This is an optimization exercise on Yosys and OpenROAD, whose aim is small area, not a production implementation.
In this exercise RTL edits were held to simulation tests only and were not proved equivalent to the original.
Power figures rest on the tool's default switching activity, not on a simulated workload.

==> flow/design.v <==
package wb_regfile_pkg;
    localparam int          DW_DEFAULT = 32;
    localparam logic [5:0]  OP_RTYPE   = 6'b000000;
    localparam logic [5:0]  OP_JAL     = 6'b000011;
    localparam logic [4:0]  LINK_REG   = 5'd31;
endpackage
module wb_dest_sel
#(
    parameter int DW = wb_regfile_pkg::DW_DEFAULT
) (
    input  logic          i_valid,
    input  logic          i_regwrite,
    input  logic          i_memtoreg,
    input  logic          i_jump,
    input  logic [5:0]    i_opcode,
    input  logic [4:0]    i_rt,
    input  logic [4:0]    i_rd,
    input  logic [DW-1:0] i_result,
    input  logic [DW-1:0] i_read_data,
    output logic [4:0]    o_dest,
    output logic [DW-1:0] o_data,
    output logic          o_we
);
    always_comb begin
        o_dest = i_rt;
        o_data = i_memtoreg ? i_read_data : i_result;
        if (i_opcode == wb_regfile_pkg::OP_RTYPE) begin
            o_dest = i_rd;
        end else if (i_jump && (i_opcode == wb_regfile_pkg::OP_JAL)) begin
            o_dest = wb_regfile_pkg::LINK_REG;
            o_data = i_result;
        end
    end
    assign o_we = i_valid & i_regwrite & (o_dest != 5'd0);
endmodule
module wb_regfile
#(
    parameter int DW   = wb_regfile_pkg::DW_DEFAULT,
    parameter int NREG = 32
) (
    input  logic          clk,
    input  logic          rst,
    input  logic          valid_wb,
    input  logic          RegWriteo_wb,
    input  logic          MemtoRego_wb,
    input  logic          Jumpo_wb,
    input  logic [5:0]    opcodeo_wb,
    input  logic [4:0]    rto_wb,
    input  logic [4:0]    rdo_wb,
    input  logic [DW-1:0] resulto_wb,
    input  logic [DW-1:0] read_datao_wb,
    input  logic [4:0]    rs_addr_id,
    input  logic [4:0]    rt_addr_id,
    output logic [DW-1:0] rs_data_id,
    output logic [DW-1:0] rt_data_id,
    output logic          wb_we,
    output logic [4:0]    wb_dest,
    output logic [DW-1:0] wb_data,
    output logic [31:0]   retired_count
);
    logic [DW-1:0] r_regs [1:NREG-1];
    logic          r_wb_we;
    logic [4:0]    r_wb_dest;
    logic [DW-1:0] r_wb_data;
    logic [31:0]   r_retired_count;
    logic [4:0]    w_dest;
    logic          w_we;
    always_comb begin
        w_dest = rto_wb;
        if (opcodeo_wb == wb_regfile_pkg::OP_RTYPE) w_dest = rdo_wb;
        else if (Jumpo_wb && (opcodeo_wb == wb_regfile_pkg::OP_JAL)) w_dest = wb_regfile_pkg::LINK_REG;
    end
    assign w_we = valid_wb & RegWriteo_wb & (w_dest != 5'd0);
    logic          w_jal, w_rtype, w_take_mem, w_sel_mem, w_sel_res, w_vw;
    logic [DW-1:0] s_data;
    logic [4:0]    s_dest;
    logic          s_load;
    logic [NREG-1:1] w_wsel;
    logic [31:0]   w_cnt_d;
    assign w_rtype    = (opcodeo_wb == wb_regfile_pkg::OP_RTYPE);
    assign w_jal      = ~w_rtype & Jumpo_wb & (opcodeo_wb == wb_regfile_pkg::OP_JAL);
    assign w_take_mem = MemtoRego_wb & ~w_jal;
    assign w_sel_mem  = ~rst & w_take_mem;
    assign w_sel_res  = ~rst & ~w_take_mem;
    for (genvar b = 0; b < DW; b++) begin : g_wd
        wbr_ao22 u_mux (.a0(w_sel_mem), .b0(read_datao_wb[b]), .a1(w_sel_res), .b1(resulto_wb[b]),
                        .y(s_data[b]));
    end
    assign s_dest     = rst ? '0 : w_dest;
    assign s_load     = rst | w_we;
    assign w_vw       = valid_wb & RegWriteo_wb;
    wbr_wdec u_wdec (.i_a(w_dest), .i_en(w_vw), .i_rst(rst), .o_y(w_wsel));
    wbr_counter u_cnt (.i_q(r_retired_count), .i_inc(valid_wb), .i_rst(rst), .o_d(w_cnt_d));
    always_ff @(posedge clk) begin
        for (int i = 1; i < NREG; i++)
            if (w_wsel[i]) r_regs[i] <= s_data;
        if (s_load) begin
            r_wb_dest <= s_dest;
            r_wb_data <= s_data;
        end
        r_wb_we         <= w_we & ~rst;
        r_retired_count <= w_cnt_d;
    end
    logic [NREG-1:1] w_rs_sel, w_rt_sel;
    wbr_dec5 u_rs_dec (.i_a(rs_addr_id), .o_y(w_rs_sel));
    wbr_dec5 u_rt_dec (.i_a(rt_addr_id), .o_y(w_rt_sel));
    for (genvar b = 0; b < DW; b++) begin : g_rd
        logic [NREG-1:1] w_col;
        for (genvar i = 1; i < NREG; i++) begin : g_col
            assign w_col[i] = r_regs[i][b];
        end
        wbr_rdbit u_rs (.i_sel(w_rs_sel), .i_d(w_col), .o_y(rs_data_id[b]));
        wbr_rdbit u_rt (.i_sel(w_rt_sel), .i_d(w_col), .o_y(rt_data_id[b]));
    end
    assign wb_we         = r_wb_we;
    assign wb_dest       = r_wb_dest;
    assign wb_data       = r_wb_data;
    assign retired_count = r_retired_count;
endmodule
module wbr_rdbit (
    input  logic [31:1] i_sel,
    input  logic [31:1] i_d,
    output logic        o_y
);
    logic [10:0] w_t;
    for (genvar g = 0; g < 10; g++) begin : g_aoi
        wbr_aoi222 u_aoi (
            .a0(i_sel[3*g+1]), .b0(i_d[3*g+1]),
            .a1(i_sel[3*g+2]), .b1(i_d[3*g+2]),
            .a2(i_sel[3*g+3]), .b2(i_d[3*g+3]),
            .y(w_t[g])
        );
    end
    wbr_nand2 u_n31 (.a(i_sel[31]), .b(i_d[31]), .y(w_t[10]));
    logic [2:0] w_u;
    wbr_nand4 u_c0 (.a(w_t[0]), .b(w_t[1]), .c(w_t[2]), .d(w_t[3]), .y(w_u[0]));
    wbr_nand4 u_c1 (.a(w_t[4]), .b(w_t[5]), .c(w_t[6]), .d(w_t[7]), .y(w_u[1]));
    wbr_nand3 u_c2 (.a(w_t[8]), .b(w_t[9]), .c(w_t[10]), .y(w_u[2]));
    wbr_or3   u_o  (.a(w_u[0]), .b(w_u[1]), .c(w_u[2]), .y(o_y));
endmodule
module wbr_aoi222 (
    input  logic a0, b0, a1, b1, a2, b2,
    output logic y
);
    assign y = ~((a0 & b0) | (a1 & b1) | (a2 & b2));
endmodule
module wbr_nand2 (input logic a, b, output logic y);
    assign y = ~(a & b);
endmodule
module wbr_nand3 (input logic a, b, c, output logic y);
    assign y = ~(a & b & c);
endmodule
module wbr_nand4 (input logic a, b, c, d, output logic y);
    assign y = ~(a & b & c & d);
endmodule
module wbr_or3 (input logic a, b, c, output logic y);
    assign y = a | b | c;
endmodule
module wbr_dec5 (
    input  logic [4:0]  i_a,
    output logic [31:1] o_y
);
    logic [4:0] w_n;
    logic [3:0] w_lo_n;
    logic [7:0] w_hi_n;
    for (genvar k = 0; k < 5; k++) begin : g_inv
        wbr_inv u_inv (.a(i_a[k]), .y(w_n[k]));
    end
    for (genvar j = 0; j < 4; j++) begin : g_lo
        wbr_nand2 u_p (.a(j[0] ? i_a[0] : w_n[0]), .b(j[1] ? i_a[1] : w_n[1]), .y(w_lo_n[j]));
    end
    for (genvar k = 0; k < 8; k++) begin : g_hi
        wbr_nand3 u_p (.a(k[0] ? i_a[2] : w_n[2]), .b(k[1] ? i_a[3] : w_n[3]),
                       .c(k[2] ? i_a[4] : w_n[4]), .y(w_hi_n[k]));
    end
    for (genvar i = 1; i < 32; i++) begin : g_out
        wbr_nor2 u_o (.a(w_lo_n[i % 4]), .b(w_hi_n[i / 4]), .y(o_y[i]));
    end
endmodule
module wbr_wdec (
    input  logic [4:0]  i_a,
    input  logic        i_en,
    input  logic        i_rst,
    output logic [31:1] o_y
);
    logic [4:0] w_n;
    logic [3:0] w_lo_n;
    logic [7:0] w_hi_n;
    for (genvar k = 0; k < 5; k++) begin : g_inv
        wbr_inv u_inv (.a(i_a[k]), .y(w_n[k]));
    end
    for (genvar j = 0; j < 4; j++) begin : g_lo
        wbr_aoi31 u_p (.a0(i_en), .a1(j[0] ? i_a[0] : w_n[0]), .a2(j[1] ? i_a[1] : w_n[1]),
                       .b(i_rst), .y(w_lo_n[j]));
    end
    for (genvar k = 0; k < 8; k++) begin : g_hi
        wbr_aoi31 u_p (.a0(k[0] ? i_a[2] : w_n[2]), .a1(k[1] ? i_a[3] : w_n[3]),
                       .a2(k[2] ? i_a[4] : w_n[4]), .b(i_rst), .y(w_hi_n[k]));
    end
    for (genvar i = 1; i < 32; i++) begin : g_out
        wbr_nor2 u_o (.a(w_lo_n[i % 4]), .b(w_hi_n[i / 4]), .y(o_y[i]));
    end
endmodule
module wbr_counter (
    input  logic [31:0] i_q,
    input  logic        i_inc,
    input  logic        i_rst,
    output logic [31:0] o_d
);
    logic [3:0]  w_all;
    logic [4:0]  w_pre;
    logic [32:0] w_c;
    for (genvar k = 0; k < 4; k++) begin : g_blk
        assign w_all[k] = &i_q[8*k +: 8];
    end
    assign w_pre[0] = 1'b1;
    for (genvar k = 0; k < 4; k++) begin : g_pre
        assign w_pre[k+1] = w_pre[k] & w_all[k];
    end
    for (genvar i = 0; i < 32; i++) begin : g_bit
        logic w_ci;
        if (i % 8 == 0) begin : g_first
            assign w_ci = i_inc & w_pre[i/8];
        end else begin : g_rest
            assign w_ci = w_c[i];
        end
        assign o_d[i]   = ~i_rst & (i_q[i] ^ w_ci);
        assign w_c[i+1] = i_q[i] & w_ci;
    end
    assign w_c[0] = 1'b0;
endmodule
module wbr_inv (input logic a, output logic y);
    assign y = ~a;
endmodule
module wbr_nor2 (input logic a, b, output logic y);
    assign y = ~(a | b);
endmodule
module wbr_aoi31 (input logic a0, a1, a2, b, output logic y);
    assign y = ~((a0 & a1 & a2) | b);
endmodule
module wbr_ao22 (input logic a0, b0, a1, b1, output logic y);
    assign y = (a0 & b0) | (a1 & b1);
endmodule
clock: 6.0 ns
lec_check: 0
cap_margin: 20
core_margin: 2
core_utilization: 45
slew_margin: 20
synth_hierarchical: 1
standard.sh (not shown) runs the stock make flow with config.mk's settings and CLKGATE_MAP_FILE= SYNTH_SCRIPT=/design/flow/synth_recipe.tcl, a recipe that flattens the netlist after the stock synthesis.
==> flow/flow/run.sh <==
#!/bin/bash
set -euo pipefail
CTS="-sink_clustering_enable -repair_clock_nets -dont_use_dummy_load -buf_list {sky130_fd_sc_hd__clkbuf_8} -sink_clustering_size 18 -sink_clustering_max_diameter 60"
bash standard.sh \
  "BUFFER_PORTS_ARGS=-buffer_cell sky130_fd_sc_hd__buf_1" \
  "CTS_ARGS=$CTS" \
  RECOVER_POWER=100 \
  finish > flow_make.log 2>&1
The first run finished but failed the layout checks on capacitance limit, slew limit.
Next try:
--- a/flow/flow/run.sh
+++ b/flow/flow/run.sh
@@ -7 +6,0 @@
-  RECOVER_POWER=100 \
Settings changed: CORE_UTILIZATION 45 to 58, PLACE_DENSITY set to 0.8.
=>
- This time the run went through all stages and came out clean
- clock skew stays flat
- non-clock buffer count fell by 3
- count of clock-buffer cells in the layout drops by 10
- sequential power barely changes
- worst setup slack is better by 0.64 ns
- register-to-register slack is better by 0.04 ns
- combinational power stays flat
- total power shrinks by 2.0%
- cell count went down by 6.4%
- wire length came out lower by 13%
Next try:
--- a/flow/flow/run.sh
+++ b/flow/flow/run.sh
@@ -6,0 +7 @@
+  RECOVER_POWER=100 \
Settings changed: CAP_MARGIN 20 to 5, CORE_UTILIZATION 58 to 45, PLACE_DENSITY 0.8 to unset, SLEW_MARGIN 20 to 5.
The new run finished but fails on capacitance limit, slew limit; global-route usage came out lower by 3.8 points; first-iteration DRC count goes down by 7.6%; fmax drops by 13%; cell count rises by 6.4%; synthesized cell count stays the same; worst hold slack improved by 0.0061 ns; clock power rises by 7.1%.

## afterwards: timing with drivers on the ports
The results above use ideal ports. As a check the final layouts listed here were re-extracted and re-timed, cells and wires unchanged. Step 1 (the two cells are an assumption about what drives the block):
set clk [get_ports {clk}]
set_driving_cell -lib_cell sky130_fd_sc_hd__clkbuf_16 $clk
set_driving_cell -lib_cell sky130_fd_sc_hd__buf_2 [delete_from_list [all_inputs] $clk]
Step 2, shift: input delay + t, output delay - t, t = (earliest + latest rising clock arrival at the registers) / 2. This alone moves slack from input paths to output paths. a / b / c = ideal ports / drivers / drivers and shift; a / b = the first two.
run	shift t [ns]	slack for setup (ns)	hold slack, ns	worst setup path at the end	worst register clock-pin slew, ns
the first run	0.768	0.306 / 0.285 / -0.275	0.547 / 0.547 / 0.547	input to register	0.11 / 0.11
the second run	0.743	0.951 / 0.924 / 0.767	0.541 / 0.541 / 0.541	input to register	0.11 / 0.11
the third run	0.771	0.220 / 0.192 / -0.404	0.547 / 0.547 / 0.547	input to register	0.12 / 0.12
The setup slack of the third run, which loses most, moves by -0.028 ns with the drivers and by -0.624 ns with both steps.
